From an optimization exercise on the open Yosys and OpenROAD flow, aimed at small area, a short achievable clock period and few clock cycles per item; shortcuts taken in it are not production practice.
Where RTL was checked, it was by simulation tests only, not by an equivalence proof against the original.
The RTL of runs 2 to 6 was laid out without a check of its function.
Power and IR drop assume default switching activity.

<file path="design.v">
`timescale 1ns/1ns
`default_nettype none
package xbar_pkg;
    typedef struct packed {
        logic [3-1:0]  first_pmt;
        logic [4-1:0] pmt_count;
        logic                     width_gear;
        logic [1:0]               depth_gear;
    } lmt_cfg_t;
    typedef enum logic {
        REQ_WRITE  = 1'b0,
        REQ_SEARCH = 1'b1
    } req_op_t;
    typedef struct packed {
        logic [32-1:0] data;
        logic [32-1:0] care;
    } wr_view_t;
    typedef struct packed {
        logic [32-1:0] key;
        logic [32-1:0] reserved;
    } srch_view_t;
    typedef union packed {
        wr_view_t   wr;
        srch_view_t srch;
    } req_payload_u;
    typedef struct packed {
        req_op_t                          op;
        logic [$clog2(2)-1:0]  lmt;
        logic [5-1:0]        addr;
        req_payload_u                     payload;
    } xbar_req_t;
    typedef struct packed {
        logic                      wr_en;
        logic                      srch_en;
        logic [3-1:0] addr;
        logic [16-1:0]  data;
        logic [16-1:0]  care;
    } lane_cmd_t;
    typedef struct packed {
        logic                             valid;
        logic [$clog2(2)-1:0]  lmt;
        logic [3-1:0]          first_pmt;
        logic                             width_gear;
        logic [1:0]                       depth_gear;
        logic [8-1:0]          member;
    } srch_tag_t;
    typedef struct packed {
        logic [$clog2(2)-1:0]  lmt;
        logic                             found;
        logic [5-1:0]        match_addr;
        logic [32-1:0]         matchlines;
    } xbar_resp_t;
endpackage
`default_nettype wire
`timescale 1ns/1ns
`default_nettype none
module tcam_block (
    input  logic        clk,
    input  logic [7:0]  we,
    input  logic [7:0]  wen,
    input  logic [15:0] wp,
    input  logic [15:0] wq,
    input  logic [15:0] kp,
    input  logic [15:0] kq,
    output logic [7:0]  hit
);
    for (genvar e = 0; e < 8; e++) begin : g_ent
        logic [15:0] n0_q, n1_q;
        always_ff @(posedge clk) begin
            n0_q <= ({16{we[e]}} & wp) | ({16{wen[e]}} & n0_q);
            n1_q <= ({16{we[e]}} & wq) | ({16{wen[e]}} & n1_q);
        end
        assign hit[e] = ~|(~((n0_q | kq) & (n1_q | kp)));
    end
endmodule
`default_nettype wire
`timescale 1ns/1ns
`default_nettype none
module match_result (
    input  logic [7:0][7:0] hit,
    input  logic [7:0]      s_used,
    input  logic [7:0]      s_tbl,
    input  logic [7:0][1:0] s_row,
    input  logic [3:0]      row_ok,
    input  logic            lmt,
    output logic [31:0]     ml
);
    always_comb begin
        for (int r = 0; r < 4; r++) begin
            for (int e = 0; e < 8; e++) begin
                logic m;
                m = row_ok[r];
                for (int s = 0; s < 8; s++) begin
                    if (s_used[s] && s_tbl[s] == lmt && s_row[s] == 2'(r))
                        m = m & hit[s][e];
                end
                ml[r*8+e] = m;
            end
        end
    end
endmodule
`default_nettype wire
`timescale 1ns/1ns
`default_nettype none
module segment_crossbar (
    input  logic        clk,
    input  logic        rst_n,
    input  logic [19:0] cfg,
    input  logic [70:0] req,
    input  logic        req_valid,
    output logic        req_ready,
    output logic [38:0] resp,
    output logic        resp_valid,
    input  logic        resp_ready
);
    logic [3:0] cnt0, cnt1, cnt_f, cnt_g;
    logic       w0, w1, w_f, w_g;
    logic [1:0] d0, d1;
    logic       big1;
    assign cnt0 = cfg[6:3];
    assign w0   = cfg[2];
    assign d0   = cfg[1:0];
    assign cnt1 = cfg[16:13];
    assign w1   = cfg[12];
    assign d1   = cfg[11:10];
    assign big1  = cnt1 > cnt0;
    assign cnt_f = big1 ? cnt1 : cnt0;
    assign cnt_g = big1 ? cnt0 : cnt1;
    assign w_f   = big1 ? w1 : w0;
    assign w_g   = big1 ? w0 : w1;
    logic [7:0]      s_used_d, s_used;
    logic [7:0]      s_tbl_d, s_tbl;
    logic [7:0][1:0] s_row_d, s_row;
    logic [7:0]      s_hi_d, s_hi;
    for (genvar j = 0; j < 8; j++) begin : g_pos
        localparam int S = (j % 2 == 0) ? j / 2 : 4 + j / 2;
        logic       in_f;
        logic [3:0] rel;
        logic       w;
        assign in_f        = 4'(j) < cnt_f;
        assign rel         = in_f ? 4'(j) : 4'(j) - cnt_f;
        assign w           = in_f ? w_f : w_g;
        assign s_used_d[S] = 5'(j) < ({1'b0, cnt_f} + {1'b0, cnt_g});
        assign s_tbl_d[S]  = in_f ? big1 : ~big1;
        assign s_row_d[S]  = w ? rel[2:1] : rel[1:0];
        assign s_hi_d[S]   = w & rel[0];
    end
    always_ff @(posedge clk) begin
        s_used <= s_used_d;
        s_tbl  <= s_tbl_d;
        s_row  <= s_row_d;
        s_hi   <= s_hi_d;
    end
    logic [1:0][3:0] row_ok;
    assign row_ok[0] = {d0[1], d0[1], d0[1] | d0[0], 1'b1};
    assign row_ok[1] = {d1[1], d1[1], d1[1] | d1[0], 1'b1};
    logic        rdy_q;
    logic        live_q;
    logic        clr;
    always_ff @(posedge clk or negedge rst_n) begin
        if (!rst_n) live_q <= 1'b0;
        else        live_q <= 1'b1;
    end
    assign clr = ~live_q;
    logic        acc;
    logic        op;
    logic        lmt;
    logic [4:0]  addr;
    logic [31:0] data, care;
    logic [31:0] bus_p, bus_q;
    assign acc  = req_valid & rdy_q;
    assign op   = req[70];
    assign lmt  = req[69];
    assign addr = req[68:64];
    assign data = req[63:32];
    assign care = req[31:0];
    assign bus_p = data  | ({32{~op}} & ~care);
    assign bus_q = ~data | ({32{~op}} & ~care);
    logic [7:0][7:0] hit;
    for (genvar s = 0; s < 8; s++) begin : g_slot
        logic [15:0] kp, kq, wp, wq;
        logic        blk_we;
        if (s < 4) begin : g_lo
            assign kp = bus_p[15:0];
            assign kq = bus_q[15:0];
        end else begin : g_mx
            assign kp = s_hi[s] ? bus_p[31:16] : bus_p[15:0];
            assign kq = s_hi[s] ? bus_q[31:16] : bus_q[15:0];
        end
        assign wp = {kp[15:1], kp[0] & live_q};
        assign wq = {kq[15:1], kq[0] & live_q};
        assign blk_we = acc & ~op & s_used[s] & (s_tbl[s] == lmt) & (s_row[s] == addr[4:3]);
        logic [7:0] we, wen;
        for (genvar e = 0; e < 8; e++) begin : g_we
            assign we[e]  = clr | (blk_we & (addr[2:0] == 3'(e)));
            assign wen[e] = live_q & ~(blk_we & (addr[2:0] == 3'(e)));
        end
        tcam_block u_pmt (
            .clk (clk),
            .we  (we),
            .wen (wen),
            .wp  (wp),
            .wq  (wq),
            .kp  (kp),
            .kq  (kq),
            .hit (hit[s])
        );
    end
    logic [31:0] ml;
    match_result u_result (
        .hit    (hit),
        .s_used (s_used),
        .s_tbl  (s_tbl),
        .s_row  (s_row),
        .row_ok (row_ok[lmt]),
        .lmt    (lmt),
        .ml     (ml)
    );
    logic        s1_v;
    logic        s1_lmt;
    logic [31:0] s1_ml;
    always_ff @(posedge clk or negedge rst_n) begin
        if (!rst_n) s1_v <= 1'b0;
        else if (rdy_q) s1_v <= acc & op;
    end
    always_ff @(posedge clk) begin
        if (rdy_q) begin
            s1_lmt <= lmt;
            s1_ml  <= ml;
        end
    end
    logic        found;
    logic [4:0]  first_hit;
    logic [38:0] in_d;
    always_comb begin
        found     = |s1_ml;
        first_hit = '0;
        for (int e = 31; e >= 0; e--) begin
            if (s1_ml[e]) first_hit = 5'(e);
        end
    end
    assign in_d = {s1_lmt, found, first_hit, s1_ml};
    logic        out_v, sk_v;
    logic [38:0] out_d, sk_d;
    logic        load;
    logic        sk_v_n;
    assign load   = ~out_v | resp_ready;
    assign sk_v_n = sk_v ? ~resp_ready : (out_v & ~resp_ready & s1_v);
    always_ff @(posedge clk or negedge rst_n) begin
        if (!rst_n) begin
            out_v <= 1'b0;
            sk_v  <= 1'b0;
            rdy_q <= 1'b0;
        end else begin
            out_v <= load ? (sk_v | s1_v) : 1'b1;
            sk_v  <= sk_v_n;
            rdy_q <= ~sk_v_n;
        end
    end
    always_ff @(posedge clk) begin
        if (load) out_d <= sk_v ? sk_d : in_d;
        if (!sk_v) sk_d <= in_d;
    end
    assign req_ready  = rdy_q;
    assign resp       = out_d;
    assign resp_valid = out_v;
endmodule
`default_nettype wire
</file>
<file path="run.sh">
#!/bin/bash
# synth_recipe.tcl (not shown) runs the flow's synth.tcl, then flattens the netlist and writes it again
# the make line also repeats each setting of config.mk as NAME=value (left out here)
make -C /OpenROAD-flow-scripts/flow DESIGN_CONFIG=/design/flow/config.mk WORK_HOME=/design/flow/orfs CLKGATE_MAP_FILE= SYNTH_SCRIPT=/design/flow/synth_recipe.tcl finish
</file>
<file path="config.mk">
export PLATFORM = sky130hd
export DESIGN_NAME = segment_crossbar
export DESIGN_NICKNAME = segment_crossbar
export VERILOG_FILES = /design/flow/design.v
export SDC_FILE = /design/flow/constraint.sdc
export NUM_CORES = 4
export LEC_CHECK = 0
export CAP_MARGIN = 20
export CORE_MARGIN = 2
export CORE_UTILIZATION = 40
export SETUP_SLACK_MARGIN = 4.0
export SLEW_MARGIN = 20
export SYNTH_HIERARCHICAL = 1
</file>
<file path="constraint.sdc">
create_clock -name core_clock -period 7.5 [get_ports {clk}]
set_input_delay 1.5000 -clock core_clock [delete_from_list [all_inputs] [get_ports {clk}]]
set_output_delay 1.5000 -clock core_clock [all_outputs]
set_load 0.01 [all_outputs]
</file>
==> results of run 1 <==
critical path, stage by stage:
cell             delay (ps)
clkdlybuf4s15_2         340
o21bai_4                200
buf_12                  150
nor2_1                   60
a21oi_2                 160
buf_6                   140
buf_4                   190
o22ai_1                 100
nor2_1                  110
nand4_1                 370
nor2_4                  380
o31a_1                  180
o221ai_1                110
nor4_2                  340
where the power goes:
group,switching (uW),internal (uW)
Sequential,1000,13500
Clock,4850,6550
Combinational,3820,3040
final timing paths:
path / from / end / slack, ps / depth (start not counted)
setup / recovery: req[33] / s1_ml[26]$_DFFE_PP_ / 3770 / 14
hold / removal: g_slot[5].u_pmt.g_ent[7].n1_q[2]$_DFF_P_ / g_slot[5].u_pmt.g_ent[7].n1_q[2]$_DFF_P_ / 470 / 1
setup reg to reg: s_hi[5]$_DFF_P_ / s1_ml[26]$_DFFE_PP_ / 4100 / 11
hold reg to reg: g_slot[5].u_pmt.g_ent[7].n1_q[2]$_DFF_P_ / g_slot[5].u_pmt.g_ent[7].n1_q[2]$_DFF_P_ / 470 / 1
max in group asynchronous: rst_n / live_q$_DFF_PN0_ / 6340 / 1
min in group asynchronous: rst_n / sk_v$_DFF_PN0_ / 900 / 1
cells by family (layout without fill, tap and decap cells):
family | after synthesis | after routing | share of synthesized area
DFF | 2200 | 2200 | 0.535
xor gates and xnor gates | 35 | 35 | 0.00393
buffers and inverters | 1073 | 1575 | 0.0651
and+or+nand+nor | 1193 | 1193 | 0.0644
AOI/OAI and AO/OA | 3509 | 3510 | 0.324
adders and majority gates | 11 | 11 | 0.00173
other | 2 | 23 | 0.0000896
muxes | 45 | 45 | 0.00587
modules after synthesis, one instance, submodules excluded:
module,copies in the design,cells,area (um^2)
match_result,1,315,2120
segment_crossbar,1,1033,8620
tcam_block,8,840,9130
final cells by class:
cell class / instances / area, um^2 / area share
clock buffer: 317 / 6360 / 0.0617
inverter: 84 / 536 / 0.00520
timing repair inverter: 56 / 420 / 0.00408
tap: 2805 / 3510 / 0.0341
timing repair buffer: 1032 / 10400 / 0.101
multi-input combinational: 4797 / 35900 / 0.348
clock inverter: 86 / 1130 / 0.0109
sequential: 2200 / 44800 / 0.435
antenna: 20 / 50.0 / 0.000486
sequential cells by signal (all words and copies together) (netlist names), 4 cells and up:
signal and count:
s_hi 4, out_d 39, s_used 8, g_slot.u_pmt.g_ent.n1_q 1024
s_row 16, s_tbl 8, sk_d 39, g_slot.u_pmt.g_ent.n0_q 1024
s1_ml 32
through the flow:
step | hold slack, ps | area [um^2] | worst slack [ps] | total power [uW]
floorplan | 422 | 84300 | 3700 | 18400
global placement | 452 | 86800 | 1740 | 20200
finish | 468 | 103000 | 3770 | 32800
global route | 480 | 103000 | 3870 | 33800
CTS | 472 | 101000 | 3920 | 32300
detailed placement | 453 | 86800 | 1690 | 20300
placed cells by master (no fill, tap or decap), types with 18 or more instances in the layout:
master	n
a21oi_1	78
a21oi_2	40
a21oi_4	36
a22o_1	2049
buf_12	90
buf_16	18
buf_4	620
buf_6	134
bufinv_16	19
clkbuf_1	46
clkbuf_16	223
clkbuf_8	53
clkdlybuf4s50_1	70
clkinv_2	40
clkinvlp_4	120
dfxtp_1	2119
diode_2	20
edfxtp_1	72
inv_1	20
mux2_2	30
nand2_1	28
nand3_1	30
nand4_1	149
nand4b_1	23
nor2_1	726
nor2_2	20
nor2_4	67
nor3_1	19
nor3_2	20
o21ai_0	24
o21ai_2	65
o21ai_4	18
o221ai_1	48
o22ai_1	1044
or4_1	19
xor2_1	18
what timing repair did:
item,4_1_cts,5_1_grt
resized for setup,506,266
pin swaps,92,110
setup buffers,404,169
setup endpoints to repair,2015,1806
endpoints found under the hold margin,0,0
gates cloned,76,17
per-layer routing:
| metal | vias up | GRT usage | part of all wire |
|---|---|---|---|
| li1 | 31800 | - | - |
| met1 | 36400 | 0.376 | 0.40 |
| met2 | 4209 | 0.443 | 0.44 |
| met3 | 950 | 0.0616 | 0.098 |
| met4 | 8 | 0.183 | 0.066 |
| met5 | - | 0 | 0.00015 |
==> metrics.md, run 1 <==
| Metric | Value |
|---|---|
| Final period util | `0.498` |
| Initial antenna violation count | `24` |
| Clock edge transition at the registers on the reported setup and hold paths | `60 ps` |
| Share of cells above drive strength 1 | `0.212` |
| Port Buffer Count | `between 100 and 150` |
| Most instantiated cells after synthesis | `dfxtp_1, a22o_1, o22ai_1` |
| Ys flop type | `dfxtp_1` |
| Syn Inst Count | `8,068` |
| FP Rows | `168` |
| Filler instances | `18,700` |
| Crit-path max FO | `9` |
| First-pass GRT wire length | `468,000 um` |
| Fin. Hold Viols | `0` |
| Slew Viols, Final | `0` |
| Share of synthesized registers carrying an async set or reset | `0.00227` |
| Vias per cell | `6.44` |
| Gr usage total | `0.291` |
| Worst-skew pair later-pin latency | `890 ps` |
| DR pass1 iterations | `8` |
| Vias in the first global route | `68,600` |
| Sequential share of the synthesized area | `0.535` |
| Leakage | `~0.041 uW` |
| CP Launch Type | `primary input` |
| H-tree Lvls | `4` |
| Nets | `8,495` |
| Post-CTS Hold Buffers | `0` |
| Vias | `about 73,000` |
| Cells after DPL | `10,300` |
| # setup viols final | `0` |
| Critical path class | `in2reg` |
| Initial DRC count | `8,013` |
| Setup TNS | `0 ps` |
| Area delta synth->final | `23.0%` |
| Worst min path class | `reg2reg` |
| Area contributors post-synth | `dfxtp_1, a22o_1, o22ai_1` |
| Largest net degree at the start of global routing | `65` |
| Avg Cell Area, Syn | `10.4 um^2` |
| Relative slew slack | `0.168` |
| Remaining DRCs | `0` |
| Longest Clk Path Bufs | `3` |
| Yosys top cell area share | `0.507` |
| Total congestion overflow | `0` |
| Final cell utilization of the core | `0.493` |
| Total CTS buffers | `approximately 220` |
| Core Area | `0.209 mm^2` |
| Max Clk Rate | `around 270 MHz` |
| Worst-Margin Slew | `1250 ps` |
| Post-detail-place hpwl | `173,000 um` |
| Sink Count | `2,200` |
| Die ar. | `0.213 mm^2` |
| Status | `complete, no violations` |
| I/O Pins | `136` |
| Post-synth EDFFs | `72` |
| Die width | `462 um` |
| Die Height | `462 um` |
| Initial Util | `0.401` |
| Seq cells post-synth | `2,200` |
| Synth area leader | `dfxtp_1` |
| VDD IR-drop max | `251 uV` |
| Final Wtd Congestion | `0.962` |
| YS warnings | `9` |
| Routed len/inst | `29.0 um` |
| Post-route insts no fill | `11,400` |
| Worst Path Required | `8140 ps` |
| PD cells | `318 mW/mm^2` |
| Cell variety after synth | `82` |
| RSZ-0062 raised after global routing | `true` |
| Antenna Nets Post-Route | `0` |
| Most frequent cell after synthesis | `dfxtp_1` |
| Max-cap violations | `0` |
| Setup Skew | `56.6 ps` |
| Fin crit period | `around 3700 ps` |
| Total Wirelength | `330,000 um` |
| CTS tree | `done` |
| Nature of the critical path endpoint | `flip-flop` |
| Root buffer cell | `clkbuf_16` |
| Cell Area, Synth | `about 0.084 mm^2` |
| Critical Path AT | `4370 ps` |
Testbench counts, summed over its fixed seeds: cycles 32,416, requests 32,392.
==> inputs of run 2 (changes only) <==
--- a/design.v
+++ b/design.v
@@ -59,3 +59,2 @@
     input  logic [7:0]  we,
-    input  logic [7:0]  wen,
     input  logic [15:0] wp,
@@ -69,4 +68,6 @@
         always_ff @(posedge clk) begin
-            n0_q <= ({16{we[e]}} & wp) | ({16{wen[e]}} & n0_q);
-            n1_q <= ({16{we[e]}} & wq) | ({16{wen[e]}} & n1_q);
+            if (we[e]) begin
+                n0_q <= wp;
+                n1_q <= wq;
+            end
         end
@@ -192,6 +193,5 @@
         assign blk_we = acc & ~op & s_used[s] & (s_tbl[s] == lmt) & (s_row[s] == addr[4:3]);
-        logic [7:0] we, wen;
+        logic [7:0] we;
         for (genvar e = 0; e < 8; e++) begin : g_we
-            assign we[e]  = clr | (blk_we & (addr[2:0] == 3'(e)));
-            assign wen[e] = live_q & ~(blk_we & (addr[2:0] == 3'(e)));
+            assign we[e] = clr | (blk_we & (addr[2:0] == 3'(e)));
         end
@@ -200,3 +200,2 @@
             .we  (we),
-            .wen (wen),
             .wp  (wp),
==> run 2 against run 1 <==
Compared with the run above: synthesized cell count decreased by 35%; total power fell by 5.5%; maximum frequency rose by 1.7%; clock skew decreased by 15 ps; sequential cell count did not move; non-clock buffer count decreased by 80; via count is 22% lower; still clean on timing, DRC and antenna; largest power group unchanged.
==> metrics.md, run 2 <==
| Metric | Value |
|---|---|
| Design area | `0.106 mm^2 (+3.2%)` |
| DR pass1 iterations | `6 (-2)` |
| Crit path max-delay cell type | `nand4_1` |
| Regs by FF count | `g_slot.u_pmt.g_ent.n0_q: 1024 flops, g_slot.u_pmt.g_ent.n1_q: 1024 flops` |
| CP Launch Type | `primary input` |
| Cells after DPL | `7,896 (-23%)` |
| Largest net degree at the start of global routing | `84 (+29%)` |
| Fin. Hold Viols | `0 (unchanged)` |
| CTS tree | `done` |
| RR Endpoint | `s1_ml[13]$_DFFE_PP_` |
| Post-synth EDFFs | `2,120 (+2800%)` |
| P_sw | `8500 uW (-12%)` |
| Die ar. | `0.211 mm^2 (-1.2%)` |
| Area delta synth->final | `28.6%` |
| Status | `complete, no violations` |
| Sink Count | `2,200 (unchanged)` |
| Largest stage delay, worst path | `340 ps (-40 ps)` |
| Vias | `57,100 (-22%)` |
| Initial antenna violation count | `21 (-13%)` |
| Ys flop type | `edfxtp_1` |
| FP Rows | `166 (-1.2%)` |
| Clock edge transition at the registers on the reported setup and hold paths | `70 ps (about the same)` |
| RSZ-0062 raised after global routing | `true` |
| Nets | `6,262 (-26%)` |
| Combinational power share | `0.180 (-0.029)` |
| Slew Viols, Final | `0 (unchanged)` |
| Die width | `459 um (-0.62%)` |
| Share of cells above drive strength 1 | `0.266 (+0.0541)` |
| Overall power | `31,000 uW (-5.5%)` |
| Cell Area, Synth | `0.0827 mm^2 (-1.3%)` |
| Most instantiated cells after synthesis | `edfxtp_1, o22ai_1, nor2_1` |
| Share of synthesized registers carrying an async set or reset | `0.00227 (unchanged)` |
| Max-cap violations | `0 (unchanged)` |
| Post-CTS Hold Buffers | `0 (unchanged)` |
| Avg Cell Area, Syn | `15.7 um^2 (+51%)` |
| Critical Path AT | `4320 ps (-50 ps)` |
| Fin crit period | `3670 ps (-62.4 ps)` |
| Syn Inst Count | `5,271 (-35%)` |
| Yosys top cell area share | `0.769 (+0.262)` |
| Worst reg2reg path depth | `11 (unchanged)` |
| Vias in the first global route | `52,500 (-23%)` |
| Worst-Margin Slew | `1140 ps (-105 ps)` |
| Crit-path max FO | `6 (-3)` |
| Max Clk Rate | `272 MHz (+1.7%)` |
| Longest Clk Path Bufs | `3 (unchanged)` |
| Relative slew slack | `0.238 (+0.0702)` |
| Vias per cell | `6.34 (-1.5%)` |
| Port Buffer Count | `129 (unchanged)` |
| VDD IR-drop max | `238 uV (-5.3%)` |
| Sequential share of the synthesized area | `0.789 (+0.255)` |
| Final Wtd Congestion | `0.908 (-5.5%)` |
| # setup viols final | `0 (unchanged)` |
| Area contributors post-synth | `edfxtp_1, o22ai_1, nor2_1` |
| Most frequent cells in the layout | `edfxtp_1, o22ai_1, nor2_1` |
| I/O Pins | `136 (unchanged)` |
| Final period util | `0.489 (-0.00832)` |
| Worst-skew pair later-pin latency | `860 ps (-30 ps)` |
| YS warnings | `9 (unchanged)` |
| Setup Skew | `41.3 ps (-15.4 ps)` |
| Initial Util | `0.403 (+0.00219)` |
| R2R Path Start | `s_hi[7]$_DFF_P_` |
| Total congestion overflow | `0 (unchanged)` |
| Clock share of power | `0.321 (-0.027)` |
| Critical path class | `in2reg` |
| End of the critical path | `s1_ml[14]$_DFFE_PP_` |
| H-tree Lvls | `4 (unchanged)` |
| Core Area | `0.205 mm^2 (-1.8%)` |
| Remaining DRCs | `0 (unchanged)` |
| Total CTS buffers | `206 (-5.5%)` |
| Gr usage total | `0.271 (-0.0200)` |
| Post-detail-place hpwl | `136,000 um (-21%)` |
| Worst min path class | `reg2reg` |
| Die Height | `459 um (-0.62%)` |
| PD cells | `291 mW/mm^2 (-8.5%)` |
| First-pass GRT wire length | `403,000 um (-14%)` |
| Routed len/inst | `33.7 um (+16%)` |
| Total Wirelength | `303,000 um (-8.2%)` |
| Cell-internal power | `22,500 uW (-2.8%)` |
| Post-route insts no fill | `9,008 (-21%)` |
| Cell variety after synth | `69 (-16%)` |
| Synth area leader | `edfxtp_1` |
| Crit path from | `req[70]` |
| Nature of the critical path endpoint | `flip-flop` |
| Root buffer cell | `clkbuf_16` |
| Switching share of power | `0.275 (-0.0204)` |
| Sequential share of power | `0.499 (+0.056)` |
| Antenna Nets Post-Route | `0 (unchanged)` |
| Worst Path Required | `8150 ps (about the same)` |
| Most common cell after layout, fill and taps aside | `edfxtp_1` |
| Initial DRC count | `8,877 (+11%)` |
| CP cell instances | `buf_16 -> buf_4 -> o21bai_4 -> buf_16 -> nor2_1 -> a21oi_4 -> o22ai_1 -> nor2_1 -> nand4_1 -> nor2_4 -> buf_12 -> o221ai_1 -> nor3_4` |
| Seq cells post-synth | `2,200 (unchanged)` |
| Setup TNS | `0 ps (unchanged)` |
| Reg2reg setup slack | `4030 ps (-70 ps)` |
| Leakage | `0.0353 uW (-15%)` |
| Most frequent cell after synthesis | `edfxtp_1` |
| Post-DP Area | `0.0886 mm^2 (+2.0%)` |
-- run 2: cell families (layout without fill, tap and decap cells) --
kind of cell | count (synthesis) | in the layout | synth area share
muxes | 45 | 45 | 0.00628
DFF | 2200 | 2200 | 0.789
buffers and inverters | 365 | 1335 | 0.0263
and+or+nand+nor | 1184 | 1184 | 0.0644
adders and majority gates | 11 | 11 | 0.00175
other | 2 | 11 | 0.0000908
AOI/OAI and AO/OA | 1428 | 1498 | 0.108
xor gates and xnor gates | 36 | 36 | 0.00408
-- run 2: final cells by class --
class | instances | area, um^2
Clock inverter | 100 | 733
Antenna cell | 8 | 20.0
Inverter | 19 | 75.1
Clock buffer | 264 | 5500
Timing Repair Buffer | 952 | 11500
Multi-Input combinational cell | 2777 | 19900
Tap cell | 2688 | 3360
Fill cell | 16300 | 98800
Sequential cell | 2200 | 65300
-- run 2: worst min-delay path by stage --
stage / from / end / slack [ps] / cells after the start
6_report: sk_d[38]$_DFF_P_ / sk_d[38]$_DFF_P_ / 470 / 1
5_1_grt: sk_d[14]$_DFF_P_ / sk_d[14]$_DFF_P_ / 480 / 1
4_1_cts: sk_d[2]$_DFF_P_ / sk_d[2]$_DFF_P_ / 480 / 1
3_5_place_dp: sk_d[38]$_DFF_P_ / sk_d[38]$_DFF_P_ / 460 / 1
3_3_place_gp: sk_d[21]$_DFF_P_ / sk_d[21]$_DFF_P_ / 460 / 2
2_1_floorplan: sk_d[13]$_DFF_P_ / sk_d[13]$_DFF_P_ / 430 / 2
-- run 2: power by group through the flow --
stage | logic (uW) | clock network [uW] | registers, uW
6_report | 5560 | 9930 | 15500
5_1_grt | 5720 | 10400 | 15600
4_1_cts | 5020 | 9940 | 15500
3_5_place_dp | 3790 | 0 | 15700
3_3_place_gp | 3760 | 0 | 15700
2_1_floorplan | 2320 | 0 | 15500
-- run 2: stage by stage --
step                       util  setup WS, ps  hold WS (ps)
after global placement    0.432          1640           456
after global routing      0.518          3830           485
after floorplan               -          3730           431
after detailed placement  0.432          1600           460
final                     0.518          3830           471
after CTS                 0.506          3960           476
-- run 2: modules after synthesis, one instance, submodules excluded --
module | cells | flip-flops and latches | cell area, um^2
segment_crossbar | 924 | 152 | 8020
tcam_block | 504 | 256 | 9070
match_result | 315 | 0 | 2120
-- run 2: what timing repair did --
action / in CTS / in global routing
buffers inserted: 462 / 144
hold endpoints to repair: 0 / 0
resized for setup: 485 / 178
cloned: 113 / 18
pin swaps: 199 / 165
endpoints found under the setup margin: 2145 / 662
-- run 2: metal layers --
layer | GRT usage | routed length, um
met5 | 0 | 353
met4 | 0.125 | 18200
met3 | 0.0858 | 44300
met2 | 0.407 | 133000
met1 | 0.359 | 107000
-- run 2: critical path, delay by kind of cell --
| kind | cells | cell delay [ps] |
|---|---|---|
| AND/OR/NAND/NOR | 5 | 1310 |
| buffers and inverters | 4 | 590 |
| AO/OA/AOI/OAI | 4 | 890 |
==> inputs of run 3 (changes only) <==
--- a/design.v
+++ b/design.v
@@ -158,9 +158,2 @@
     logic        rdy_q;
-    logic        live_q;
-    logic        clr;
-    always_ff @(posedge clk or negedge rst_n) begin
-        if (!rst_n) live_q <= 1'b0;
-        else        live_q <= 1'b1;
-    end
-    assign clr = ~live_q;
     logic        acc;
@@ -190,4 +183,4 @@
         end
-        assign wp = {kp[15:1], kp[0] & live_q};
-        assign wq = {kq[15:1], kq[0] & live_q};
+        assign wp = {kp[15:1], kp[0] & rst_n};
+        assign wq = {kq[15:1], kq[0] & rst_n};
         assign blk_we = acc & ~op & s_used[s] & (s_tbl[s] == lmt) & (s_row[s] == addr[4:3]);
@@ -195,3 +188,3 @@
         for (genvar e = 0; e < 8; e++) begin : g_we
-            assign we[e] = clr | (blk_we & (addr[2:0] == 3'(e)));
+            assign we[e] = ~rst_n | (blk_we & (addr[2:0] == 3'(e)));
         end
@@ -251,3 +244,3 @@
             sk_v  <= 1'b0;
-            rdy_q <= 1'b0;
+            rdy_q <= 1'b1;
         end else begin
--- a/config.mk
+++ b/config.mk
@@ -10,3 +10,2 @@
 export CORE_UTILIZATION = 40
-export SETUP_SLACK_MARGIN = 4.0
 export SLEW_MARGIN = 20
==> run 3 against run 2 <==
Compared with the run above: combinational power fell by about 30%; highest routed layer unchanged; critical endpoint is now s1_ml[30]$_DFFE_PP_; routed wire length fell by 20%; register-to-register slack got worse by 930 ps; clock power barely moved; total power fell by 4.3%; core utilization fell by 5.3 points; synthesized cell count barely moved.
==> metrics.md, run 3 <==
| Metric | Value |
|---|---|
| Max Clk Rate | `186 MHz (-32%)` |
| Crit path max-delay cell type | `a21oi_2` |
| Area delta synth->final | `15.4%` |
| Area contributors post-synth | `edfxtp_1, o22ai_1, nor2_1` |
| Most common cell after layout, fill and taps aside | `edfxtp_1` |
| Die width | `459 um (about the same)` |
| CP Depth | `12 (-1)` |
| Sequential share of power | `0.523 (+0.024)` |
| Setup Fix Bufs, Post-CTS | `0 (-100%)` |
| H-tree Lvls | `4 (unchanged)` |
| DR pass1 iterations | `6 (unchanged)` |
| YS warnings | `9 (unchanged)` |
| Leakage | `0.0306 uW (-13%)` |
| Most frequent cells in the layout | `edfxtp_1, o22ai_1, nor2_1` |
| Worst-skew pair later-pin latency | `860 ps (about the same)` |
| Synth area leader | `edfxtp_1` |
| Worst reg2reg path depth | `11 (unchanged)` |
| Met3 Wirelength | `21,200 um (-52%)` |
| Simple-Gate Fraction of Synth Area | `0.0644 (about the same)` |
| Gr usage total | `0.226 (-0.0451)` |
| Port Buffer Count | `129 (unchanged)` |
| Met2 wire length | `117,000 um (-12%)` |
| Die Height | `459 um (about the same)` |
| Worst Path Required | `8050 ps (-100 ps)` |
| Longest Clk Path Bufs | `3 (unchanged)` |
| Met1 Wirelength | `95,900 um (-11%)` |
| Xor/xnor cell area share of the yosys netlist | `0.00408 (about the same)` |
| CP Launch Type | `primary input` |
| Crit-path max FO | `25 (+19)` |
| Slew Viols, Final | `0 (unchanged)` |
| Initial antenna violation count | `24 (+14%)` |
| R2R Path Start | `s_hi[6]$_DFF_P_` |
| Switching share of power | `0.259 (-0.0162)` |
| Compound-Gate Fraction of Synth Area | `0.108 (about the same)` |
| Status | `complete, no violations` |
| Share of synthesized registers carrying an async set or reset | `0.00182 (-0.000454)` |
| PD cells | `310 mW/mm^2 (+6.7%)` |
| Setup Skew | `65.7 ps (+24.5 ps)` |
| Vias | `49,900 (-13%)` |
| Yosys top cell area share | `0.770 (about the same)` |
| Mux share of post-synthesis cell area | `0.00628 (about the same)` |
| Final Wtd Congestion | `0.948 (+4.4%)` |
| Final period util | `0.716 (+0.226)` |
| Cell-internal power | `22,000 uW (-2.2%)` |
| Most frequent cell after synthesis | `edfxtp_1` |
| Post-synth EDFFs | `2,120 (unchanged)` |
| Top delay family on crit path | `compound AO/OA/AOI/OAI gates` |
| Antenna Nets Post-Route | `0 (unchanged)` |
| Max-cap violations | `0 (unchanged)` |
| Hold Path Origin | `sk_d[24]$_DFF_P_` |
| Fin crit period | `5370 ps (+1700 ps)` |
| Crit path from | `req[70]` |
| Sequential share of the synthesized area | `0.789 (about the same)` |
| Root buffer cell | `clkbuf_16` |
| # setup viols final | `0 (unchanged)` |
| Fin. Hold Viols | `0 (unchanged)` |
| Filler instances | `17,300 (+6.4%)` |
| Largest net degree at the start of global routing | `66 (-21%)` |
| Share of cells above drive strength 1 | `0.126 (-0.140)` |
| Post-detail-place hpwl | `146,000 um (+7.3%)` |
| Routed len/inst | `29.1 um (-14%)` |
| Seq cells post-synth | `2,199 (-0.045%)` |
| Nets | `5,610 (-10%)` |
| Initial Util | `0.403 (about the same)` |
| Adder-cell share of the synthesized area | `0.00175 (about the same)` |
| Clock edge transition at the registers on the reported setup and hold paths | `60 ps (about the same)` |
| Largest stage delay, worst path | `750 ps (+410 ps)` |
| P_sw | `7660 uW (-9.9%)` |
| FP Rows | `166 (unchanged)` |
| VDD IR-drop max | `245 uV (+3.0%)` |
| I/O Pins | `136 (unchanged)` |
| Most used cell, CP | `nor2_1` |
| CP cell instances | `buf_4 -> buf_4 -> o21ai_4 -> nor2_1 -> a21oi_2 -> o22ai_1 -> nor2_1 -> nand4_1 -> nor2_1 -> o31a_1 -> o221ai_1 -> nor4_1` |
| CTS resizes | `0 (-100%)` |
| Largest family of logic cells by synthesized area | `compound AO/OA/AOI/OAI gates` |
| First-pass GRT wire length | `342,000 um (-15%)` |
| Vias in the first global route | `47,000 (-11%)` |
| Setup TNS | `0 ps (unchanged)` |
| Critical Path AT | `5920 ps (+1600 ps)` |
| Worst min path class | `reg2reg` |
| Total Wirelength | `244,000 um (-20%)` |
| CTS tree | `done` |
| Worst-Margin Slew | `1160 ps (+15.4 ps)` |
| Reg2reg setup slack | `3100 ps (-930 ps)` |
| Sink Count | `2,199 (-0.045%)` |
| RR Endpoint | `s1_ml[30]$_DFFE_PP_` |
| Ys flop type | `edfxtp_1` |
| Cell variety after synth | `70 (+1.4%)` |
| Total congestion overflow | `0 (unchanged)` |
| Remaining DRCs | `0 (unchanged)` |
| Clock share of power | `0.345 (+0.024)` |
| Core Area | `0.205 mm^2 (-0.10%)` |
| Critical path class | `in2reg` |
| Combinational power share | `0.132 (-0.048)` |
| Vias per cell | `5.95 (-6.1%)` |
| Cell Area, Synth | `0.0827 mm^2 (about the same)` |
| Max layer used | `met5` |
| Regs by FF count | `g_slot.u_pmt.g_ent.n0_q: 1024 flops, g_slot.u_pmt.g_ent.n1_q: 1024 flops` |
| Die ar. | `0.210 mm^2 (about the same)` |
| End of the critical path | `s1_ml[30]$_DFFE_PP_` |
| Avg Cell Area, Syn | `15.7 um^2 (about the same)` |
| Overall power | `29,600 uW (-4.3%)` |
| Buffer and inverter count on the worst path | `2 (-2)` |
| Nature of the critical path endpoint | `flip-flop` |
| Syn Inst Count | `5,270 (-0.019%)` |
| Total CTS buffers | `210 (+1.9%)` |
| Initial DRC count | `5,539 (-38%)` |
| RSZ-0062 raised after global routing | `false` |
| Post-CTS Hold Buffers | `0 (unchanged)` |
| Relative slew slack | `0.225 (-0.0124)` |
| Most instantiated cells after synthesis | `edfxtp_1, o22ai_1, nor2_1` |
[run 3: cell types whose count changed after synthesis, sizes merged]
cell	delta
dfrtp	-2
dfstp	+1
nand2	-1
nand3	+1
nor3	+1
nor4	-1
xnor2	+1
xor2	-1
[run 3: cells by family (layout without fill, tap and decap cells)]
logic type,count (synthesis),after routing
DFF,2199,2199
AOI/OAI and AO/OA,1428,1428
and+or+nand+nor,1184,1184
buffers and inverters,365,772
muxes,45,45
xor gates and xnor gates,36,36
adders and majority gates,11,11
other,2,16
[run 3: routing by layer]
| layer | GRT usage | up-vias |
|---|---|---|
| li1 | - | 21600 |
| met1 | 0.298 | 25300 |
| met2 | 0.363 | 2427 |
| met3 | 0.0455 | 466 |
| met4 | 0.0970 | 6 |
| met5 | 0 | - |
[run 3: worst min path at each step]
stage	endpoint	slack, ps	cells past startpoint
detailed placement	sk_d[24]$_DFF_P_	460	1
global route	sk_d[38]$_DFF_P_	490	1
floorplan	sk_d[13]$_DFF_P_	430	2
global placement	sk_d[13]$_DFF_P_	450	2
CTS	sk_d[24]$_DFF_P_	470	1
finish	sk_d[24]$_DFF_P_	470	1
[run 3: worst reg2reg max path: cells and delay by family (launching register included)]
family,cells,cell delay (ps)
compound gates,4,1300
buf+inv,2,840
simple gates,5,1660
flops,1,310
[run 3: power by group through the flow]
| stage | sequential [uW] | clock (uW) | combinational (uW) |
|---|---|---|---|
| 6_report | 15500 | 10200 | 3900 |
| 3_3_place_gp | 15700 | 0 | 3810 |
| 4_1_cts | 15500 | 10400 | 3840 |
| 2_1_floorplan | 15600 | 0 | 2190 |
| 3_5_place_dp | 15800 | 0 | 3830 |
| 5_1_grt | 15600 | 10900 | 4140 |
[run 3: area by class of cell]
type                    count  area (um^2)  area share
flip-flops and latches   2199        65300       0.684
multi-input cells        2706        16300       0.171
clock buffers             283         5700      0.0598
repair buffers            368         3730      0.0391
well taps                2688         3360      0.0352
clock inverters           102          960      0.0101
inverters                  19         71.3    0.000747
diodes                     14         35.0    0.000367
[run 3: Yosys stat by module (local to each module, per instance)]
module            times used  cell area, um^2  flip-flops and latches  cells
segment_crossbar           1             8000                     151    923
tcam_block                 8             9070                     256    504
match_result               1             2120                       0    315
[run 3: through the flow]
step | cells | cell area [um^2] | worst slack (ps) | hold WS (ps) | util
2_1_floorplan | 5270 | 82700 | 2360 | 431 | -
3_3_place_gp | 7964 | 88300 | 1500 | 449 | 0.431
3_5_place_dp | 7964 | 88300 | 1520 | 460 | 0.431
4_1_cts | 8349 | 94900 | 2390 | 474 | 0.463
5_1_grt | 8373 | 95400 | 2220 | 488 | 0.465
6_report | 8379 | 95400 | 2130 | 471 | 0.465
==> inputs of run 4 (changes only) <==
--- a/config.mk
+++ b/config.mk
@@ -10,2 +10,3 @@
 export CORE_UTILIZATION = 40
+export SETUP_SLACK_MARGIN = 4.0
 export SLEW_MARGIN = 20
==> run 4 against run 3 <==
Compared with the run above: the layout now fails its checks (slew limit); via count is 13% higher; sequential power hardly changed; critical path type unchanged; first-iteration DRC count rose by 48%; setup slack better by 1600 ps; synthesized cell count stayed put; hold slack got worse by 2.7 ps; global-route usage is 3.6 points higher; largest power group unchanged.
==> metrics.md, run 4 <==
| Metric | Value |
|---|---|
| Yosys top cell area share | `0.770 (unchanged)` |
| Worst Path Required | `8160 ps (+110 ps)` |
| Core Area | `0.205 mm^2 (unchanged)` |
| Die width | `459 um (unchanged)` |
| Largest stage delay, worst path | `440 ps (-310 ps)` |
| RSZ-0062 raised after global routing | `true` |
| End of the critical path | `s1_ml[30]$_DFFE_PP_` |
| I/O Pins | `136 (unchanged)` |
| Crit path max-delay cell type | `nand4_1` |
| Die ar. | `0.210 mm^2 (unchanged)` |
| CP Launch Type | `primary input` |
| Gr usage total | `0.262 (+0.0361)` |
| Initial Util | `0.403 (unchanged)` |
| Post-synth EDFFs | `2,120 (unchanged)` |
| CTS tree | `done` |
| Share of cells above drive strength 1 | `0.284 (+0.158)` |
| Combinational power share | `0.181 (+0.049)` |
| Clock edge transition at the registers on the reported setup and hold paths | `70 ps (about the same)` |
| Pre-CTS WS | `1540 ps (+20.2 ps)` |
| Final Wtd Congestion | `0.889 (-6.2%)` |
| Share of synthesized registers carrying an async set or reset | `0.00182 (unchanged)` |
| H-tree Lvls | `4 (unchanged)` |
| Fin crit period | `3730 ps (-1630 ps)` |
| Top delay family on crit path | `simple AND/OR/NAND/NOR gates` |
| VDD IR-drop max | `278 uV (+14%)` |
| Relative slew slack | `-0.133 (-0.358)` |
| Initial antenna violation count | `19 (-21%)` |
| Post-detail-place hpwl | `140,000 um (-4.2%)` |
| Worst-skew pair later-pin latency | `850 ps (about the same)` |
| Most frequent cells in the layout | `edfxtp_1, o22ai_1, nor2_1` |
| Synth area leader | `edfxtp_1` |
| Syn Inst Count | `5,270 (unchanged)` |
| Most instantiated cells after synthesis | `edfxtp_1, o22ai_1, nor2_1` |
| Initial DRC count | `8,215 (+48%)` |
| Ys flop type | `edfxtp_1` |
| Max Clk Rate | `268 MHz (+44%)` |
| Worst reg2reg path depth | `11 (unchanged)` |
| PD cells | `289 mW/mm^2 (-6.9%)` |
| RR Endpoint | `s1_ml[12]$_DFFE_PP_` |
| Post-route insts no fill | `9,166 (+9.4%)` |
| Violated checks | `slew limit` |
| Antenna Nets Post-Route | `0 (unchanged)` |
| Setup TNS | `0 ps (unchanged)` |
| Cell-internal power | `23,000 uW (+4.9%)` |
| Sequential share of power | `0.492 (-0.031)` |
| Critical Path AT | `4400 ps (-1520 ps)` |
| Max-cap violations | `0 (unchanged)` |
| Largest net degree at the start of global routing | `83 (+26%)` |
| Slew Viols, Final | `65 (+65)` |
| Cell Area, Synth | `0.0827 mm^2 (unchanged)` |
| Seq cells post-synth | `2,199 (unchanged)` |
| Switching share of power | `0.269 (+0.0100)` |
| Total CTS buffers | `215 (+2.4%)` |
| Worst min path class | `reg2reg` |
| Cells after DPL | `7,877 (-1.1%)` |
| First-pass GRT wire length | `392,000 um (+15%)` |
| DR pass1 iterations | `7 (+1)` |
| Critical path class | `in2reg` |
| Status | `failed layout checks` |
| YS warnings | `9 (unchanged)` |
| Root buffer cell | `clkbuf_16` |
| Leakage | `0.0366 uW (+20%)` |
| Die Height | `459 um (unchanged)` |
| Setup Skew | `28.2 ps (-37.5 ps)` |
| Fin. Hold Viols | `0 (unchanged)` |
| Longest Clk Path Bufs | `3 (unchanged)` |
| Crit-path max FO | `7 (-72%)` |
| Clock share of power | `0.328 (-0.017)` |
| Routed len/inst | `31.8 um (+9.3%)` |
| Nature of the critical path endpoint | `flip-flop` |
| Vias | `56,600 (+13%)` |
| Vias in the first global route | `52,700 (+12%)` |
| CP cell instances | `buf_16 -> buf_16 -> buf_12 -> o21bai_4 -> buf_6 -> nor2_4 -> a21oi_4 -> o22ai_1 -> nor2_1 -> nand4_1 -> nor2_4 -> buf_12 -> o31a_1 -> o221ai_1 -> nor4_2` |
| Sequential share of the synthesized area | `0.789 (unchanged)` |
| Total Wirelength | `292,000 um (+20%)` |
| Vias per cell | `6.17 (+3.7%)` |
| Area delta synth->final | `31.8%` |
| Cell variety after synth | `70 (unchanged)` |
| Total congestion overflow | `0 (unchanged)` |
| Most frequent cell after synthesis | `edfxtp_1` |
| Buffer and inverter count on the worst path | `5 (+3)` |
| Crit path from | `req[70]` |
| Worst-Margin Slew | `1700 ps (+540 ps)` |
| R2R Path Start | `s_hi[6]$_DFF_P_` |
| Area contributors post-synth | `edfxtp_1, o22ai_1, nor2_1` |
| FP Rows | `166 (unchanged)` |
| Nets | `6,387 (+14%)` |
| Avg Cell Area, Syn | `15.7 um^2 (unchanged)` |
| Remaining DRCs | `0 (unchanged)` |
| # setup viols final | `0 (unchanged)` |
| Reg2reg setup slack | `3850 ps (+750 ps)` |
| Port Buffer Count | `129 (unchanged)` |
| Most common cell after layout, fill and taps aside | `edfxtp_1` |
| Post-CTS Hold Buffers | `0 (unchanged)` |
| Regs by FF count | `g_slot.u_pmt.g_ent.n0_q: 1024 flops, g_slot.u_pmt.g_ent.n1_q: 1024 flops` |
| P_sw | `8460 uW (+10%)` |
| Post-route worst setup slack | `3770 ps (+1630 ps)` |
| Sink Count | `2,199 (unchanged)` |
| CP Depth | `15 (+3)` |
| Final period util | `0.498 (-0.218)` |
run 4: cell types whose count changed in the layout (fill, tap and decap cells not counted), sizes merged, moves of 10 or more:
cell and change:
buf +684, clkdlybuf4s50 -56, o21ai +54, dlygate4sd2 +27, clkinv +19, dlymetal6s2s +18, clkbuf +16, bufbuf +15
a21oi +10
run 4: how the worst min path moves through the flow:
stage | start | to | slack, ps | depth (start not counted)
2_1_floorplan | sk_d[13]$_DFF_P_ | sk_d[13]$_DFF_P_ | 430 | 2
3_3_place_gp | sk_d[21]$_DFF_P_ | sk_d[21]$_DFF_P_ | 450 | 2
3_5_place_dp | sk_d[34]$_DFF_P_ | sk_d[34]$_DFF_P_ | 450 | 1
4_1_cts | sk_d[21]$_DFF_P_ | sk_d[21]$_DFF_P_ | 470 | 2
5_1_grt | sk_d[37]$_DFF_P_ | sk_d[37]$_DFF_P_ | 490 | 1
6_report | sk_d[21]$_DFF_P_ | sk_d[21]$_DFF_P_ | 470 | 2
run 4: cell type report:
| type | instances | area (um^2) |
|---|---|---|
| tap | 2688 | 3360 |
| fill | 15800 | 96000 |
| antenna | 17 | 42.5 |
| clock buffer | 286 | 5770 |
| multi-input combinational | 2770 | 20400 |
| inverter | 19 | 75.1 |
| clock inverter | 111 | 856 |
| sequential | 2199 | 65300 |
| timing repair buffer | 1076 | 13300 |
run 4: worst reg2reg max path, delay by kind of cell, from the launching register on:
family / cells / cell delay, ps
buf+inv: 2 / 670
simple gates: 6 / 1550
flops: 1 / 640
compound gates: 3 / 580
run 4: cell families (layout without fill, tap and decap cells):
| family | Yosys count | count (layout) | synth area share |
|---|---|---|---|
| AOI/OAI and AO/OA | 1428 | 1492 | 0.108 |
| xor gates and xnor gates | 36 | 36 | 0.00408 |
| adders and majority gates | 11 | 11 | 0.00175 |
| buffers and inverters | 365 | 1492 | 0.0263 |
| DFF | 2199 | 2199 | 0.789 |
| muxes | 45 | 45 | 0.00628 |
| other | 2 | 19 | 0.0000908 |
| and+or+nand+nor | 1184 | 1184 | 0.0644 |
run 4: power groups by stage:
stage | clock network [uW] | logic [uW] | registers, uW
floorplan | 0 | 2340 | 15600
global placement | 0 | 3740 | 15700
detailed placement | 0 | 3780 | 15800
CTS | 10400 | 5080 | 15500
global route | 10900 | 5890 | 15600
finish | 10300 | 5690 | 15500
run 4: metrics by stage:
stage / power [uW] / area (um^2) / util / hold WS [ps]
6_report: 31500 / 109000 / 0.532 / 469
5_1_grt: 32400 / 109000 / 0.532 / 488
3_3_place_gp: 19500 / 88300 / 0.431 / 453
2_1_floorplan: 17900 / 84500 / - / 431
4_1_cts: 30900 / 104000 / 0.510 / 471
3_5_place_dp: 19500 / 88400 / 0.431 / 453
run 4: what timing repair did:
item | in CTS | in global routing
resized for setup | 509 | 263
cloned | 71 | 29
buffers inserted | 528 | 238
endpoints found under the setup margin | 2211 | 1629
pin swaps | 208 | 270
run 4: per-layer routing:
metal  track usage  vias to the layer above  routed length [um]
met3        0.0655                      833               34000
met4         0.129                       12               17100
met1         0.329                    28600              104000
li1              -                    23300                   -
met5             0                        -                  61
met2         0.423                     3759              137000
run 4: Yosys stat by module, one instance, submodules excluded:
module            area, um^2  cells  times used  flops+latches
tcam_block              9070    504           8            256
segment_crossbar        8000    923           1            151
match_result            2120    315           1              0
==> inputs of run 5 (changes only) <==
--- a/design.v
+++ b/design.v
@@ -131,6 +131,6 @@
     assign w_g   = big1 ? w0 : w1;
-    logic [7:0]      s_used_d, s_used;
-    logic [7:0]      s_tbl_d, s_tbl;
-    logic [7:0][1:0] s_row_d, s_row;
-    logic [7:0]      s_hi_d, s_hi;
+    logic [7:0]      s_used;
+    logic [7:0]      s_tbl;
+    logic [7:0][1:0] s_row;
+    logic [7:0]      s_hi;
     for (genvar j = 0; j < 8; j++) begin : g_pos
@@ -140,15 +140,9 @@
         logic       w;
-        assign in_f        = 4'(j) < cnt_f;
-        assign rel         = in_f ? 4'(j) : 4'(j) - cnt_f;
-        assign w           = in_f ? w_f : w_g;
-        assign s_used_d[S] = 5'(j) < ({1'b0, cnt_f} + {1'b0, cnt_g});
-        assign s_tbl_d[S]  = in_f ? big1 : ~big1;
-        assign s_row_d[S]  = w ? rel[2:1] : rel[1:0];
-        assign s_hi_d[S]   = w & rel[0];
-    end
-    always_ff @(posedge clk) begin
-        s_used <= s_used_d;
-        s_tbl  <= s_tbl_d;
-        s_row  <= s_row_d;
-        s_hi   <= s_hi_d;
+        assign in_f     = 4'(j) < cnt_f;
+        assign rel      = in_f ? 4'(j) : 4'(j) - cnt_f;
+        assign w        = in_f ? w_f : w_g;
+        assign s_used[S] = 5'(j) < ({1'b0, cnt_f} + {1'b0, cnt_g});
+        assign s_tbl[S]  = in_f ? big1 : ~big1;
+        assign s_row[S]  = w ? rel[2:1] : rel[1:0];
+        assign s_hi[S]   = w & rel[0];
     end
--- a/config.mk
+++ b/config.mk
@@ -10,3 +10,2 @@
 export CORE_UTILIZATION = 40
-export SETUP_SLACK_MARGIN = 4.0
 export SLEW_MARGIN = 20
==> run 5 against run 4 <==
Compared with the run above: now clean on timing, DRC and antenna; synthesized cell count grew 3.1%; die area increased by 0.65%; via count fell by 8.3%; maximum frequency fell by 41%; combinational power is 27% lower; core utilization shrank 6.3 points; non-clock buffer count fell by 545; total power is 6.5% lower; hold slack lost 1.7 ps; final cell count decreased by 4.2%; global-route usage down 2.8 points.
==> metrics.md, run 5 <==
| Metric | Value |
|---|---|
| Status | `complete, no violations` |
| H-tree Lvls | `4 (unchanged)` |
| Combinational power share | `0.141 (-0.040)` |
| Port Buffer Count | `129 (unchanged)` |
| Largest family of logic cells by synthesized area | `compound AO/OA/AOI/OAI gates` |
| Setup Fix Bufs, Post-CTS | `0 (-100%)` |
| Worst Path Required | `8230 ps (+70 ps)` |
| Fin. Hold Viols | `0 (unchanged)` |
| Crit-path max FO | `62 (+55)` |
| Most common cell after layout, fill and taps aside | `edfxtp_1` |
| Remaining DRCs | `0 (unchanged)` |
| Largest net degree at the start of global routing | `67 (-19%)` |
| Fin crit period | `6350 ps (+2620 ps)` |
| Syn Inst Count | `5,433 (+3.1%)` |
| Post-detail-place hpwl | `160,000 um (+14%)` |
| First-pass GRT wire length | `357,000 um (-9.0%)` |
| Leakage | `0.0317 uW (-14%)` |
| Vias in the first global route | `49,500 (-6.0%)` |
| Most frequent cells in the layout | `edfxtp_1, o22ai_1, nor2_1` |
| DR pass1 iterations | `6 (-1)` |
| Initial Util | `0.402 (-0.00141)` |
| Critical path class | `in2reg` |
| Most frequent cell after synthesis | `edfxtp_1` |
| Crit path max-delay cell type | `clkdlybuf4s50_1` |
| Cell Area, Synth | `0.0833 mm^2 (+0.66%)` |
| Compound-Gate Fraction of Synth Area | `0.111 (+0.00325)` |
| Relative slew slack | `0.166 (+0.299)` |
| Antenna Nets Post-Route | `0 (unchanged)` |
| CTS tree | `done` |
| CP Launch Type | `primary input` |
| Clock edge transition at the registers on the reported setup and hold paths | `60 ps (about the same)` |
| Share of synthesized registers carrying an async set or reset | `0.00185 (+0.0000303)` |
| Die ar. | `0.212 mm^2 (+0.65%)` |
| Sink Count | `2,163 (-1.6%)` |
| I/O Pins | `136 (unchanged)` |
| Setup Skew | `36.7 ps (+8.43 ps)` |
| Final period util | `0.847 (+0.349)` |
| Share of cells above drive strength 1 | `0.147 (-0.137)` |
| Largest stage delay, worst path | `680 ps (+240 ps)` |
| Cell variety after synth | `84 (+20%)` |
| Vias per cell | `5.91 (-4.3%)` |
| Reg2reg setup slack | `2930 ps (-920 ps)` |
| Most instantiated cells after synthesis | `edfxtp_1, o22ai_1, nor2_1` |
| YS warnings | `9 (unchanged)` |
| Critical Path AT | `7080 ps (+2680 ps)` |
| FP Rows | `167 (+0.60%)` |
| Xor/xnor cell area share of the yosys netlist | `0.00343 (-0.000658)` |
| Vias | `51,900 (-8.3%)` |
| Avg Cell Area, Syn | `15.3 um^2 (-2.4%)` |
| Max Clk Rate | `157 MHz (-41%)` |
| Worst-skew pair later-pin latency | `860 ps (about the same)` |
| Overall power | `29,500 uW (-6.5%)` |
| Top delay family on crit path | `buffers and inverters` |
| Total congestion overflow | `0 (unchanged)` |
| Total Wirelength | `253,000 um (-13%)` |
| P_sw | `7660 uW (-9.4%)` |
| Longest Clk Path Bufs | `3 (unchanged)` |
| Yosys top cell area share | `0.765 (-0.00502)` |
| Synth area leader | `edfxtp_1` |
| Ys flop type | `edfxtp_1` |
| Sequential share of the synthesized area | `0.775 (-0.0138)` |
| Slew Viols, Final | `0 (-100%)` |
| Adder-cell share of the synthesized area | `0.00174 (-0.0000114)` |
| VDD IR-drop max | `242 uV (-13%)` |
| Simple-Gate Fraction of Synth Area | `0.0711 (+0.00669)` |
| Nets | `5,918 (-7.3%)` |
| Regs by FF count | `g_slot.u_pmt.g_ent.n0_q: 1024 flops, g_slot.u_pmt.g_ent.n1_q: 1024 flops` |
| CTS resizes | `0 (-100%)` |
| CP cell instances | `clkdlybuf4s50_1 -> inv_1 -> ha_1 -> o21a_2 -> o31a_1 -> o21ai_4 -> buf_4 -> a31o_2 -> a22oi_2 -> buf_12 -> nor2_1 -> a21oi_1 -> buf_4 -> o22ai_1 -> nor2_1 -> nand4_1 -> nor2_1 -> buf_4 -> nor2_1 -> nand3_1 -> o2111ai_1 -> nor3_1 -> buf_4` |
| Nature of the critical path endpoint | `flip-flop` |
| Total CTS buffers | `208 (-3.3%)` |
| Area delta synth->final | `16.6%` |
| Clock share of power | `0.346 (+0.018)` |
| Max-cap violations | `0 (unchanged)` |
| Die width | `460 um (+0.32%)` |
| Gr usage total | `0.234 (-0.0281)` |
| Mux share of post-synthesis cell area | `0.00745 (+0.00118)` |
| Die Height | `460 um (+0.32%)` |
| Root buffer cell | `clkbuf_16` |
| Filler instances | `17,600 (+12%)` |
| Post-CTS Hold Buffers | `0 (unchanged)` |
| Initial antenna violation count | `9 (-10)` |
| Initial DRC count | `6,154 (-25%)` |
| Post-synth EDFFs | `2,120 (unchanged)` |
| Routed len/inst | `28.8 um (-9.3%)` |
| Final Wtd Congestion | `0.936 (+5.4%)` |
| Area contributors post-synth | `edfxtp_1, o22ai_1, nor2_1` |
| Worst min path class | `reg2reg` |
| Switching share of power | `0.260 (-0.00850)` |
| Sequential share of power | `0.514 (+0.022)` |
| RSZ-0062 raised after global routing | `false` |
| # setup viols final | `0 (unchanged)` |
| Core Area | `0.207 mm^2 (+1.0%)` |
| Final cell utilization of the core | `0.469 (-0.0631)` |
| Seq cells post-synth | `2,163 (-1.6%)` |
| Worst-Margin Slew | `1250 ps (-451 ps)` |
| Cell-internal power | `21,800 uW (-5.4%)` |
| PD cells | `304 mW/mm^2 (+5.1%)` |
| Buffer and inverter count on the worst path | `7 (+2)` |
==> run 5: changes by cell type after synthesis, moves of 17 or more <==
cell	before	now
or2_2	0	20
o21ai_0	90	69
dfxtp_1	75	39
o41ai_1	0	22
nor3_1	36	71
nor2_1	806	823
inv_1	19	63
==> run 5: per-layer routing <==
layer	routed length, um	up-vias	GRT usage
met4	8600	0	0.0828
met2	121000	2487	0.380
met1	102000	26500	0.313
met5	0	-	0
met3	22200	410	0.0473
li1	-	22500	-
==> run 5: final timing paths <==
| path | cells after the start | to | start |
|---|---|---|---|
| min | 2 | sk_d[5]$_DFF_P_ | sk_d[5]$_DFF_P_ |
| max reg2reg | 7 | g_slot[4].u_pmt.g_ent[0].n1_q[6]$_DFFE_PP_ | rdy_q$_DFF_PN1_ |
| max in group asynchronous | 1 | sk_v$_DFF_PN0_ | rst_n |
| min reg2reg | 2 | sk_d[5]$_DFF_P_ | sk_d[5]$_DFF_P_ |
| max | 23 | s1_ml[6]$_DFFE_PP_ | cfg[6] |
| min in group asynchronous | 1 | out_v$_DFF_PN0_ | rst_n |
==> run 5: final cells by class <==
class	count	area [um^2]	share of cell area
inverter	64	280	0.00289
timing repair buffer	531	5040	0.0520
sequential	2163	64500	0.665
clock buffer	266	5450	0.0562
clock inverter	119	1160	0.0119
multi-input combinational	2844	17100	0.176
tap	2788	3490	0.0359
antenna	8	20.0	0.000206
==> run 5: modules after synthesis, one instance, submodules excluded <==
module / cells / copies in the design
match_result: 315 / 1
segment_crossbar: 1086 / 1
tcam_block: 504 / 8
==> run 5: worst min-delay path: stages, from the launching register on <==
cell	delay, ps
dfxtp_1	310
nand2_1	40
o21ai_0	80
==> run 5: cells by family after synthesis <==
| family | count (synthesis) |
|---|---|
| simple gates | 1289 |
| flops | 2163 |
| other cells | 2 |
| xor+xnor | 30 |
| fa+ha+maj | 11 |
| mux | 58 |
| compound gates | 1453 |
| buf+inv | 427 |
==> run 5: stage by stage <==
| step | TNS [ps] | setup WS [ps] | cells | area, um^2 | hold slack [ps] |
|---|---|---|---|---|---|
| after CTS | 0 | 1230 | 8768 | 96900 | 471 |
| final | 0 | 1150 | 8783 | 97100 | 467 |
| after detailed placement | 0 | 315 | 8383 | 90300 | 456 |
| after global placement | 0 | 323 | 8382 | 90200 | 441 |
| after global routing | 0 | 1010 | 8776 | 97100 | 487 |
| after floorplan | -350460 | -1370 | 5434 | 83400 | 423 |
==> run 5: power by group through the flow <==
stage	clock, uW	combinational [uW]	sequential, uW
2_1_floorplan	0	2230	15300
3_3_place_gp	0	4060	15300
3_5_place_dp	0	4100	15400
4_1_cts	10300	4110	15100
5_1_grt	10800	4400	15200
6_report	10200	4150	15100
==> inputs of run 6 (changes only) <==
--- a/config.mk
+++ b/config.mk
@@ -9,3 +9,3 @@
 export CORE_MARGIN = 2
-export CORE_UTILIZATION = 40
+export CORE_UTILIZATION = 65
 export SLEW_MARGIN = 20
==> run 6 against run 5 <==
Compared with the run above: still clean; sequential power about the same; area after synthesis unchanged; critical path depth down 1; final area down 1.9%; clock power about the same; global-route usage up 13 points; clock skew down 11 ps; sequential cell count unchanged; non-clock buffer count down 25; core utilization up 28 points; synthesized cell count unchanged; routed wire length down 5.4%; critical endpoint is now s1_ml[20]$_DFFE_PP_.
==> metrics.md, run 6 <==
| Metric | Value |
|---|---|
| Gr usage total | `0.364 (+0.130)` |
| Cell variety after synth | `84 (unchanged)` |
| Worst-skew pair later-pin latency | `830 ps (-30 ps)` |
| Storage cell area | `0.0645 mm^2 (unchanged)` |
| Remaining DRCs | `0 (unchanged)` |
| Most frequent cells in the layout | `edfxtp_1, o22ai_1, nor2_1` |
| Most frequent cell after synthesis | `edfxtp_1` |
| Area contributors post-synth | `edfxtp_1, o22ai_1, nor2_1` |
| Worst Path Required | `8180 ps (-50 ps)` |
| Sink Count | `2,163 (unchanged)` |
| Routed len/inst | `31.5 um (+9.1%)` |
| Overall power | `29,200 uW (-1.1%)` |
| Status | `complete, no violations` |
| Crit-path max FO | `26 (-58%)` |
| Nets | `5,885 (-0.56%)` |
| CTS tree | `done` |
| Fin. Hold Viols | `0 (unchanged)` |
| Share of synthesized registers carrying an async set or reset | `0.00185 (unchanged)` |
| Vias per cell | `6.93 (+17%)` |
| Total Wirelength | `239,000 um (-5.4%)` |
| FP Rows | `131 (-22%)` |
| Worst min path class | `reg2reg` |
| Vias in the first global route | `50,000 (+1.0%)` |
| Met3 Usage GRT | `0.0836 (+0.0363)` |
| Critical path class | `in2reg` |
| Most instantiated cells after synthesis | `edfxtp_1, o22ai_1, nor2_1` |
| Final cell utilization of the core | `0.747 (+0.279)` |
| Sequential share of the synthesized area | `0.775 (unchanged)` |
| Filler instances | `7,682 (-56%)` |
| DR pass1 iterations | `6 (unchanged)` |
| # setup viols final | `0 (unchanged)` |
| Cell Area, Synth | `0.0833 mm^2 (unchanged)` |
| Syn Inst Count | `5,433 (unchanged)` |
| Critical Path AT | `7010 ps (-70 ps)` |
| Slew Viols, Final | `0 (unchanged)` |
| Avg Cell Area, Syn | `15.3 um^2 (unchanged)` |
| Relative slew slack | `0.217 (+0.0507)` |
| Initial Util | `0.654 (+0.252)` |
| GR Util met1 | `0.537 (+0.224)` |
| Clock edge transition at the registers on the reported setup and hold paths | `60 ps (about the same)` |
| Setup Fix Bufs, Post-CTS | `0 (unchanged)` |
| CP Launch Type | `primary input` |
| Port Buffer Count | `129 (unchanged)` |
| Post-DP Area | `0.0888 mm^2 (-1.7%)` |
| RSZ-0062 raised after global routing | `false` |
| Die width | `362 um (-21%)` |
| Max Clk Rate | `158 MHz (+0.23%)` |
| Total CTS buffers | `200 (-3.8%)` |
| Antenna Nets Post-Route | `0 (unchanged)` |
| Longest Clk Path Bufs | `3 (unchanged)` |
| Core Area | `0.127 mm^2 (-38%)` |
| Area delta synth->final | `14.3%` |
| Ys flop type | `edfxtp_1` |
| Regs by FF count | `g_slot.u_pmt.g_ent.n0_q: 1024 flops, g_slot.u_pmt.g_ent.n1_q: 1024 flops` |
| Initial antenna violation count | `21 (+12)` |
| Seq cells post-synth | `2,163 (unchanged)` |
| Most common cell after layout, fill and taps aside | `edfxtp_1` |
| Cells after DPL | `7,239 (-14%)` |
| Worst-Margin Slew | `1170 ps (-74.5 ps)` |
| YS warnings | `9 (unchanged)` |
| Final Wtd Congestion | `0.968 (+3.4%)` |
| Leakage | `0.0314 uW (-0.78%)` |
| Post-route insts no fill | `7,614 (-13%)` |
| Post-synth EDFFs | `2,120 (unchanged)` |
| First-pass GRT wire length | `341,000 um (-4.4%)` |
| Total congestion overflow | `0 (unchanged)` |
| Synth area leader | `edfxtp_1` |
| Vias | `52,700 (+1.6%)` |
| Nature of the critical path endpoint | `flip-flop` |
| Hold slack | `471 ps (+3.48 ps)` |
| H-tree Lvls | `4 (unchanged)` |
| Die ar. | `0.131 mm^2 (-38%)` |
| Root buffer cell | `clkbuf_16` |
| Multi-input logic area | `0.0171 mm^2 (-0.18%)` |
| PD cells | `306 mW/mm^2 (+0.89%)` |
| Grt peak-use layer | `met1` |
| Share of cells above drive strength 1 | `0.143 (-0.00458)` |
| Initial DRC count | `7,602 (+24%)` |
| GR Layer Usage met2 | `0.530 (+0.150)` |
| Max-cap violations | `0 (unchanged)` |
| Largest net degree at the start of global routing | `66 (-1.5%)` |
| Yosys top cell area share | `0.765 (unchanged)` |
| Setup Skew | `26.1 ps (-10.6 ps)` |
| Final period util | `0.845 (-0.00193)` |
| Design area | `0.0952 mm^2 (-1.9%)` |
| I/O Pins | `136 (unchanged)` |
| Post-detail-place hpwl | `147,000 um (-7.7%)` |
| Post-CTS Hold Buffers | `0 (unchanged)` |
| Fin crit period | `6340 ps (-14.4 ps)` |
| CTS resizes | `0 (unchanged)` |
| Die Height | `362 um (-21%)` |
| VDD IR-drop max | `260 uV (+7.0%)` |
==> run 6: cell counts after synthesis <==
No cell type changed its count.
==> run 6: layer usage <==
metal	wire, um	vias up
met3	30700	581
met4	10500	16
li1	-	22400
met5	108	-
met2	106000	3483
met1	91900	26300
==> run 6: critical path: stages <==
cell	delay, ps
clkdlybuf4s50_1	780
inv_1	210
ha_1	400
o21a_2	190
o31ai_4	170
a21oi_2	240
buf_4	230
nor3_1	80
o21a_1	240
or2_2	510
a21oi_1	340
buf_4	300
o22ai_1	130
nor2_1	150
nand4_1	270
nor2_1	280
buf_4	200
nor2_1	50
nand4_1	110
o221ai_1	150
nor3_1	270
buf_4	180
==> run 6: where the power goes <==
group	internal, uW	switching (uW)	leakage (uW)
Clock	5540	4350	0.00312
Sequential	14800	388	0.0206
Combinational	1340	2790	0.00770
Total	21600	7520	0.0314
==> run 6: kinds of logic (layout without fill, tap and decap cells) <==
group           count (synthesis)  after routing  share of synthesized area
flops                        2163           2163                      0.775
fa+ha+maj                      11             11                    0.00174
mux                            58             58                    0.00745
other cells                     2              7                  0.0000902
xor+xnor                       30             30                    0.00343
buf+inv                       427            941                     0.0297
simple gates                 1289           1289                     0.0711
compound gates               1453           1453                      0.111
==> run 6: through the flow <==
stage	TNS [ps]	worst slack (ps)
2_1_floorplan	-350460	-1370
3_3_place_gp	0	631
3_5_place_dp	0	541
4_1_cts	0	1380
5_1_grt	0	1060
6_report	0	1160
==> run 6: final timing paths <==
| path | from | to | slack, ps | depth (start not counted) |
|---|---|---|---|---|
| setup / recovery | cfg[6] | s1_ml[20]$_DFFE_PP_ | 1160 | 22 |
| hold / removal | sk_d[13]$_DFF_P_ | sk_d[13]$_DFF_P_ | 470 | 2 |
| setup reg to reg | rdy_q$_DFF_PN1_ | g_slot[4].u_pmt.g_ent[5].n0_q[8]$_DFFE_PP_ | 3660 | 9 |
| hold reg to reg | sk_d[13]$_DFF_P_ | sk_d[13]$_DFF_P_ | 470 | 2 |
| max in group asynchronous | rst_n | sk_v$_DFF_PN0_ | 6400 | 1 |
| min in group asynchronous | rst_n | sk_v$_DFF_PN0_ | 630 | 1 |
==> run 6: final cells by class <==
cell class | count | area share
clock inverters | 121 | 0.0116
inverters | 64 | 0.00292
well taps | 1662 | 0.0218
diodes | 4 | 0.000105
flip-flops and latches | 2163 | 0.678
clock buffers | 250 | 0.0557
repair buffers | 506 | 0.0507
multi-input cells | 2844 | 0.179
==> run 6: per-module statistics from Yosys (local to each module, per instance) <==
module | cell area, um^2 | copies in the design | cells
tcam_block | 9070 | 8 | 504
segment_crossbar | 8540 | 1 | 1086
match_result | 2120 | 1 | 315

-- separate check: timing with driven ports --
The results above use ideal ports. As a check the final layouts listed here were re-extracted and re-timed, cells and wires unchanged.
Step 1 (the two cells are an assumption about what drives the block):
set clk [get_ports {clk}]
set_driving_cell -lib_cell sky130_fd_sc_hd__clkbuf_16 $clk
set_driving_cell -lib_cell sky130_fd_sc_hd__buf_2 [delete_from_list [all_inputs] $clk]
Step 2 times the ports against the registers' clock, not the clock port: input delays grow and output delays shrink by t, the midpoint of the rising clock arrivals with the driver on.
a / b / c = ideal ports / drivers / drivers and shift; a / b = the first two.
run	t, ns	setup slack, ns	clock arrival spread, ns
run 1	0.962	3.767 / 3.756 / 2.794	0.062 / 0.062
run 2	0.939	3.829 / 3.797 / 2.859	0.053 / 0.053
run 3	0.933	2.131 / 2.206 / 1.273	0.072 / 0.072
run 4	0.930	3.765 / 3.651 / 2.721	0.042 / 0.041
run 5	0.926	1.149 / 1.206 / 0.280	0.050 / 0.049
run 6	0.898	1.164 / 1.153 / 0.255	0.029 / 0.030
For run 4, which loses most, drivers alone change the setup slack by -0.114 ns; drivers and shift together by -1.044 ns.
